From an optimization exercise on the open Yosys and OpenROAD flow, aimed at small area and a short achievable clock period; shortcuts taken in it are not production practice. The RTL was checked by simulation tests, not by an equivalence proof against the original design. Power is estimated from default activity; no workload was simulated.

// cpuPipeline
module cpuPipeline #(
	parameter int dataWidth = 16
) (
	input logic clk,
	input logic rst,
	input logic instrValid,
	input cpuPkg::instr_t instr,
	output logic wbValid,
	output cpuPkg::regAddr_t wbAddr,
	output logic [dataWidth-1:0] wbData
);
	logic [dataWidth-1:0] exRd1, exRd2;
	logic [dataWidth-1:0] exResult;
	cpuPkg::regAddr_t exWriteAddr;
	logic exWriteEn;
	logic exMult;
	logic [cpuPkg::selCount-1:0] exSel;
	logic exSub;
	decodeStage #(.dataWidth(dataWidth)) decodeStage_i (
		.clk(clk), .rst(rst), .instrValid(instrValid), .instr(instr),
		.wbValid(wbValid), .wbAddr(wbAddr), .wbData(wbData),
		.exRd1(exRd1), .exRd2(exRd2), .exResult(exResult),
		.exWriteAddr(exWriteAddr), .exWriteEn(exWriteEn),
		.exMult(exMult), .exSel(exSel), .exSub(exSub)
	);
	executeStage #(.dataWidth(dataWidth)) executeStage_i (
		.clk(clk), .rst(rst),
		.exRd1(exRd1), .exRd2(exRd2),
		.exWriteAddr(exWriteAddr), .exWriteEn(exWriteEn),
		.exMult(exMult), .exSel(exSel), .exSub(exSub),
		.wbValid(wbValid), .wbAddr(wbAddr), .wbData(wbData),
		.exResult(exResult)
	);
endmodule
==> module registerFile, before the edit <==
module registerFile #(
	parameter int dataWidth = 16
) (
	input logic clk,
	input logic rst,
	input cpuPkg::regAddr_t ra1,  
	input cpuPkg::regAddr_t ra2,  
	output logic [dataWidth-1:0] rd1,
	output logic [dataWidth-1:0] rd2,
	input logic we,  
	input cpuPkg::regAddr_t wa,
	input logic [dataWidth-1:0] wd
);
	logic [dataWidth-1:0] regs [cpuPkg::regCount];  
	logic [cpuPkg::regCount-1:0] valid;  
	always_ff @(posedge clk) begin
		if (rst) begin
			valid <= '0;
		end else if (we) begin
			valid[wa] <= 1'b1;
		end
	end
	always_ff @(posedge clk) begin
		if (we) begin
			regs[wa] <= wd;
		end
	end
	logic [cpuPkg::regCount-1:0] sel1, sel2;  
	always_comb begin
		for (int i = 0; i < cpuPkg::regCount; i++) begin
			sel1[i] = (ra1 == i) && valid[i];
			sel2[i] = (ra2 == i) && valid[i];
		end
	end
	always_comb begin
		rd1 = '0;
		rd2 = '0;
		for (int i = 0; i < cpuPkg::regCount; i++) begin
			rd1 = rd1 | (regs[i] & {dataWidth{sel1[i]}});
			rd2 = rd2 | (regs[i] & {dataWidth{sel2[i]}});
		end
	end
endmodule
==> flow/config.mk <==
export PLATFORM = sky130hd
export DESIGN_NAME = cpuPipeline
export DESIGN_NICKNAME = cpuPipeline
export VERILOG_FILES = /design/flow/design.v
export SDC_FILE = /design/flow/constraint.sdc
export NUM_CORES = 4
export LEC_CHECK = 0
export CAP_MARGIN = 20
export CORE_MARGIN = 2
export CORE_UTILIZATION = 40
export SETUP_SLACK_MARGIN = 4.1
export SLEW_MARGIN = 20
==> flow/constraint.sdc <==
create_clock -name core_clock -period 7.5 [get_ports {clk}]
set_input_delay 1.5000 -clock core_clock [delete_from_list [all_inputs] [get_ports {clk}]]
set_output_delay 1.5000 -clock core_clock [all_outputs]
set_load 0.01 [all_outputs]
standard.sh (not shown) runs the stock make flow with config.mk's settings and CLKGATE_MAP_FILE= SYNTH_SCRIPT=/design/flow/synth_recipe.tcl, a recipe that flattens the netlist after the stock synthesis.
==> flow/flow/run.sh <==
#!/bin/bash
# The standard layout (standard.sh, standard synthesis included) with two
# changes: the port buffers are buf_4 cells rather than the delay cells
# buffer_ports picks by itself, and clock tree synthesis adds no dummy loads and
# clusters up to 20 registers per leaf buffer.
set -euo pipefail
export BUFFER_PORTS_ARGS="-buffer_cell sky130_fd_sc_hd__buf_4"
export CTS_ARGS="-sink_clustering_enable -repair_clock_nets -dont_use_dummy_load -sink_clustering_size 20 -sink_clustering_max_diameter 100"
bash standard.sh > standard.log 2>&1
Rerun with:
--- a/flow/design.v
+++ b/flow/design.v
@@ -51,15 +51,15 @@
 );
 	logic [dataWidth-1:0] regs [cpuPkg::regCount];  
-	logic [cpuPkg::regCount-1:0] valid;  
-	always_ff @(posedge clk) begin
-		if (rst) begin
-			valid <= '0;
-		end else if (we) begin
-			valid[wa] <= 1'b1;
+	logic [dataWidth-1:0] wdR;
+	logic [cpuPkg::regCount-1:0] weR;
+	assign wdR = wd & {dataWidth{~rst}};
+	always_comb begin
+		for (int i = 0; i < cpuPkg::regCount; i++) begin
+			weR[i] = rst | (we && (wa == i));
 		end
 	end
 	always_ff @(posedge clk) begin
-		if (we) begin
-			regs[wa] <= wd;
+		for (int i = 0; i < cpuPkg::regCount; i++) begin
+			if (weR[i]) regs[i] <= wdR;
 		end
 	end
@@ -67,6 +67,6 @@
 	always_comb begin
 		for (int i = 0; i < cpuPkg::regCount; i++) begin
-			sel1[i] = (ra1 == i) && valid[i];
-			sel2[i] = (ra2 == i) && valid[i];
+			sel1[i] = (ra1 == i);
+			sel2[i] = (ra2 == i);
 		end
 	end
Effect: The changed run finished clean. Via count is lower by 0.42%. Sequential share of layout area is lower by 0.83 points. Die area is lower by 1.1%. Worst hold slack is about the same. Critical path depth stays the same. Core utilization is higher by 0.46 points. Routed wire length is higher by 3.7%. Register-to-register slack is better by 0.08 ns. Power is higher by 41%. Sequential cell count is lower by 16.

* * *

Another version of the RTL of cpuPipeline (not shown whole).
Size: ~2400 cells after synthesis, about 420 flip-flops, roughly 42 I/O pins, roughly 26000 um^2 of cells after synthesis.
==> module aluUnit, before the edit <==
module aluUnit #(
	parameter int dataWidth = 16
) (
	input logic [dataWidth-1:0] a,
	input logic [dataWidth-1:0] b,  
	input logic [cpuPkg::selCount-1:0] sel,  
	input logic sub,  
	output logic [dataWidth-1:0] y
);
	logic [dataWidth-1:0] sum;
	logic less;
	logic [dataWidth:0] sumC;
	assign sumC = {a, sub} + {b ^ {dataWidth{sub}}, sub};
	assign sum = sumC[dataWidth:1];
	assign less = (a[dataWidth-1] ^ b[dataWidth-1]) ? a[dataWidth-1] : sum[dataWidth-1];
	always_comb begin
		y = '0;
		if (sel[cpuPkg::selAdd] | sel[cpuPkg::selSub] | sel[cpuPkg::selAddi]) y = y | sum;
		if (sel[cpuPkg::selAnd]) y = y | (a & b);
		if (sel[cpuPkg::selOr]) y = y | (a | b);
		if (sel[cpuPkg::selXor]) y = y | (a ^ b);
		if (sel[cpuPkg::selSlt]) y = y | {{(dataWidth-1){1'b0}}, less};
	end
endmodule
==> module decodeStage, before the edit <==
module decodeStage #(
	parameter int dataWidth = 16
) (
	input logic clk,
	input logic rst,
	input logic instrValid,  
	input cpuPkg::instr_t instr,
	input logic wbValid,  
	input cpuPkg::regAddr_t wbAddr,
	input logic [dataWidth-1:0] wbData,
	input logic [dataWidth-1:0] exResult,  
	output logic [dataWidth-1:0] exRd1,
	output logic [dataWidth-1:0] exRd2,  
	output cpuPkg::regAddr_t exWriteAddr,
	output logic exWriteEn,
	output logic exMult,  
	output logic [cpuPkg::selCount-1:0] exSel,  
	output logic exSub  
);
	logic [5:0] opcode;
	cpuPkg::regAddr_t a1F, a2F, immF;  
	logic [dataWidth-1:0] rd1, rd2;
	logic [cpuPkg::selCount-1:0] sel;
	logic dstIsA2;
	logic fwdEx1, fwdEx2, fwdWb1, fwdWb2, fwdRf1, fwdRf2;
	assign opcode = instr[cpuPkg::opcodeMsb:cpuPkg::opcodeLsb];
	assign a1F = instr[cpuPkg::a1Msb:cpuPkg::a1Lsb];
	assign a2F = instr[cpuPkg::a2Msb:cpuPkg::a2Lsb];
	assign immF = instr[cpuPkg::immMsb:cpuPkg::immLsb];
	registerFile #(.dataWidth(dataWidth)) registerFile_i (
		.clk(clk), .rst(rst),
		.ra1(a1F), .ra2(a2F), .rd1(rd1), .rd2(rd2),
		.we(wbValid), .wa(wbAddr), .wd(wbData)
	);
	always_comb begin
		sel = '0;
		case (opcode)
			cpuPkg::opAdd: sel[cpuPkg::selAdd] = 1'b1;
			cpuPkg::opSub: sel[cpuPkg::selSub] = 1'b1;
			cpuPkg::opAnd: sel[cpuPkg::selAnd] = 1'b1;
			cpuPkg::opOr: sel[cpuPkg::selOr] = 1'b1;
			cpuPkg::opXor: sel[cpuPkg::selXor] = 1'b1;
			cpuPkg::opSlt: sel[cpuPkg::selSlt] = 1'b1;
			cpuPkg::opAddi: sel[cpuPkg::selAddi] = 1'b1;
			cpuPkg::opMfhi: sel[cpuPkg::selHi] = 1'b1;
			cpuPkg::opMflo: sel[cpuPkg::selLo] = 1'b1;
			default: ;  
		endcase
	end
	assign dstIsA2 = (opcode == cpuPkg::opAddi);  
	assign fwdEx1 = exWriteEn && (exWriteAddr == a1F);
	assign fwdEx2 = exWriteEn && (exWriteAddr == a2F);
	assign fwdWb1 = !fwdEx1 && wbValid && (wbAddr == a1F);
	assign fwdWb2 = !fwdEx2 && wbValid && (wbAddr == a2F);
	assign fwdRf1 = !fwdEx1 && !fwdWb1;
	assign fwdRf2 = !fwdEx2 && !fwdWb2;
	always_ff @(posedge clk) begin
		if (rst) begin
			exWriteEn <= 1'b0;
			exMult <= 1'b0;
		end else begin
			exWriteEn <= instrValid & (|sel);  
			exMult <= instrValid & (opcode == cpuPkg::opMult);
		end
	end
	always_ff @(posedge clk) begin
		exRd1 <= (exResult & {dataWidth{fwdEx1}})
			| (wbData & {dataWidth{fwdWb1}})
			| (rd1 & {dataWidth{fwdRf1}});
		if (sel[cpuPkg::selAddi]) begin
			exRd2 <= {{(dataWidth-cpuPkg::regAddrWidth){1'b0}}, immF};
		end else begin
			exRd2 <= (exResult & {dataWidth{fwdEx2}})
				| (wbData & {dataWidth{fwdWb2}})
				| (rd2 & {dataWidth{fwdRf2}});
		end
		exWriteAddr <= dstIsA2 ? a2F : immF;
		exSel <= sel;
		exSub <= sel[cpuPkg::selSub] | sel[cpuPkg::selSlt];
	end
endmodule
make LEC_CHECK=0 CAP_MARGIN=20 CORE_MARGIN=2 CORE_UTILIZATION=40 SETUP_SLACK_MARGIN=3.8 SLEW_MARGIN=20 finish   # period 7.5 ns
run.sh (not shown) runs the stock make flow with config.mk's settings and CLKGATE_MAP_FILE= SYNTH_SCRIPT=/design/flow/synth_recipe.tcl, a recipe that flattens the netlist after the stock synthesis.
Stock flow here: none of the scripts above is used.
==> next run, changes <==
--- a/flow/design.v
+++ b/flow/design.v
@@ -90,11 +90,11 @@
 );
 	logic [dataWidth-1:0] sum;
 	logic less;
 	logic [dataWidth:0] sumC;
-	assign sumC = {a, sub} + {b ^ {dataWidth{sub}}, sub};
+	assign sumC = {a, sub} + {b, sub};
 	assign sum = sumC[dataWidth:1];
-	assign less = (a[dataWidth-1] ^ b[dataWidth-1]) ? a[dataWidth-1] : sum[dataWidth-1];
+	assign less = (a[dataWidth-1] ^ ~b[dataWidth-1]) ? a[dataWidth-1] : sum[dataWidth-1];
 	always_comb begin
 		y = '0;
 		if (sel[cpuPkg::selAdd] | sel[cpuPkg::selSub] | sel[cpuPkg::selAddi]) y = y | sum;
 		if (sel[cpuPkg::selAnd]) y = y | (a & b);
@@ -628,11 +628,12 @@
 			| (rd1 & {dataWidth{fwdRf1}});
 		if (sel[cpuPkg::selAddi]) begin
 			exRd2 <= {{(dataWidth-cpuPkg::regAddrWidth){1'b0}}, immF};
 		end else begin
-			exRd2 <= (exResult & {dataWidth{fwdEx2}})
+			exRd2 <= ((exResult & {dataWidth{fwdEx2}})
 				| (wbData & {dataWidth{fwdWb2}})
-				| (rd2 & {dataWidth{fwdRf2}});
+				| (rd2 & {dataWidth{fwdRf2}}))
+				^ {dataWidth{sel[cpuPkg::selSub] | sel[cpuPkg::selSlt]}};
 		end
 		exWriteAddr <= dstIsA2 ? a2F : immF;
 		exSel <= sel;
 		exSub <= sel[cpuPkg::selSub] | sel[cpuPkg::selSlt];
Outcome: The changed run passed the timing, design-rule and antenna checks. Design area falls by 1.3%. Via count falls by 2.4%. Core utilization falls by 0.42 points. Routed wire length rises by 0.74%. Setup slack is better by 6.5 ps. Power rises by 1.7%. Clock power rises by about 2%. Global-route usage rises by 0.25 points. Non-clock buffer count falls by 10.

-- port drivers added, routing unchanged --
The flow's constraints put no driver on any port. The routed layouts listed below were extracted and timed again, unchanged, in two steps. Step 1 (the two cells are an assumption about what drives the block):
set clk [get_ports {clk}]
set_driving_cell -lib_cell sky130_fd_sc_hd__clkbuf_16 $clk
set_driving_cell -lib_cell sky130_fd_sc_hd__buf_2 [delete_from_list [all_inputs] $clk]
Step 2 adds t to the input delays and takes it off the output delays; t is the mean of the earliest and latest rising clock arrival at the registers after step 1. Input paths then give back, and output paths get back, about the clock's delay inside the block. Three values: ideal, step 1, step 2; two values: the first two.
| run | t, ns | slack for setup (ns) | hold slack, ns | worst register clock-pin slew, ns |
|---|---|---|---|---|
| the first run of note 1 | 0.649 | 3.891 / 3.891 / 3.405 | 0.389 / 0.389 / 0.389 | 0.09 / 0.09 |
| the second run of note 1 | 0.635 | 3.974 / 3.974 / 3.519 | 0.390 / 0.390 / 0.390 | 0.09 / 0.09 |
| the first run of note 2 | 0.661 | 3.832 / 3.832 / 3.242 | 0.389 / 0.389 / 0.389 | 0.07 / 0.07 |
| the second run of note 2 | 0.665 | 3.838 / 3.838 / 3.243 | 0.403 / 0.403 / 0.403 | 0.07 / 0.07 |
After both steps every run listed still meets setup and hold. The setup slack of the second run of note 2, which loses most, moves by 0.000 ns with the drivers and by -0.595 ns with both steps.
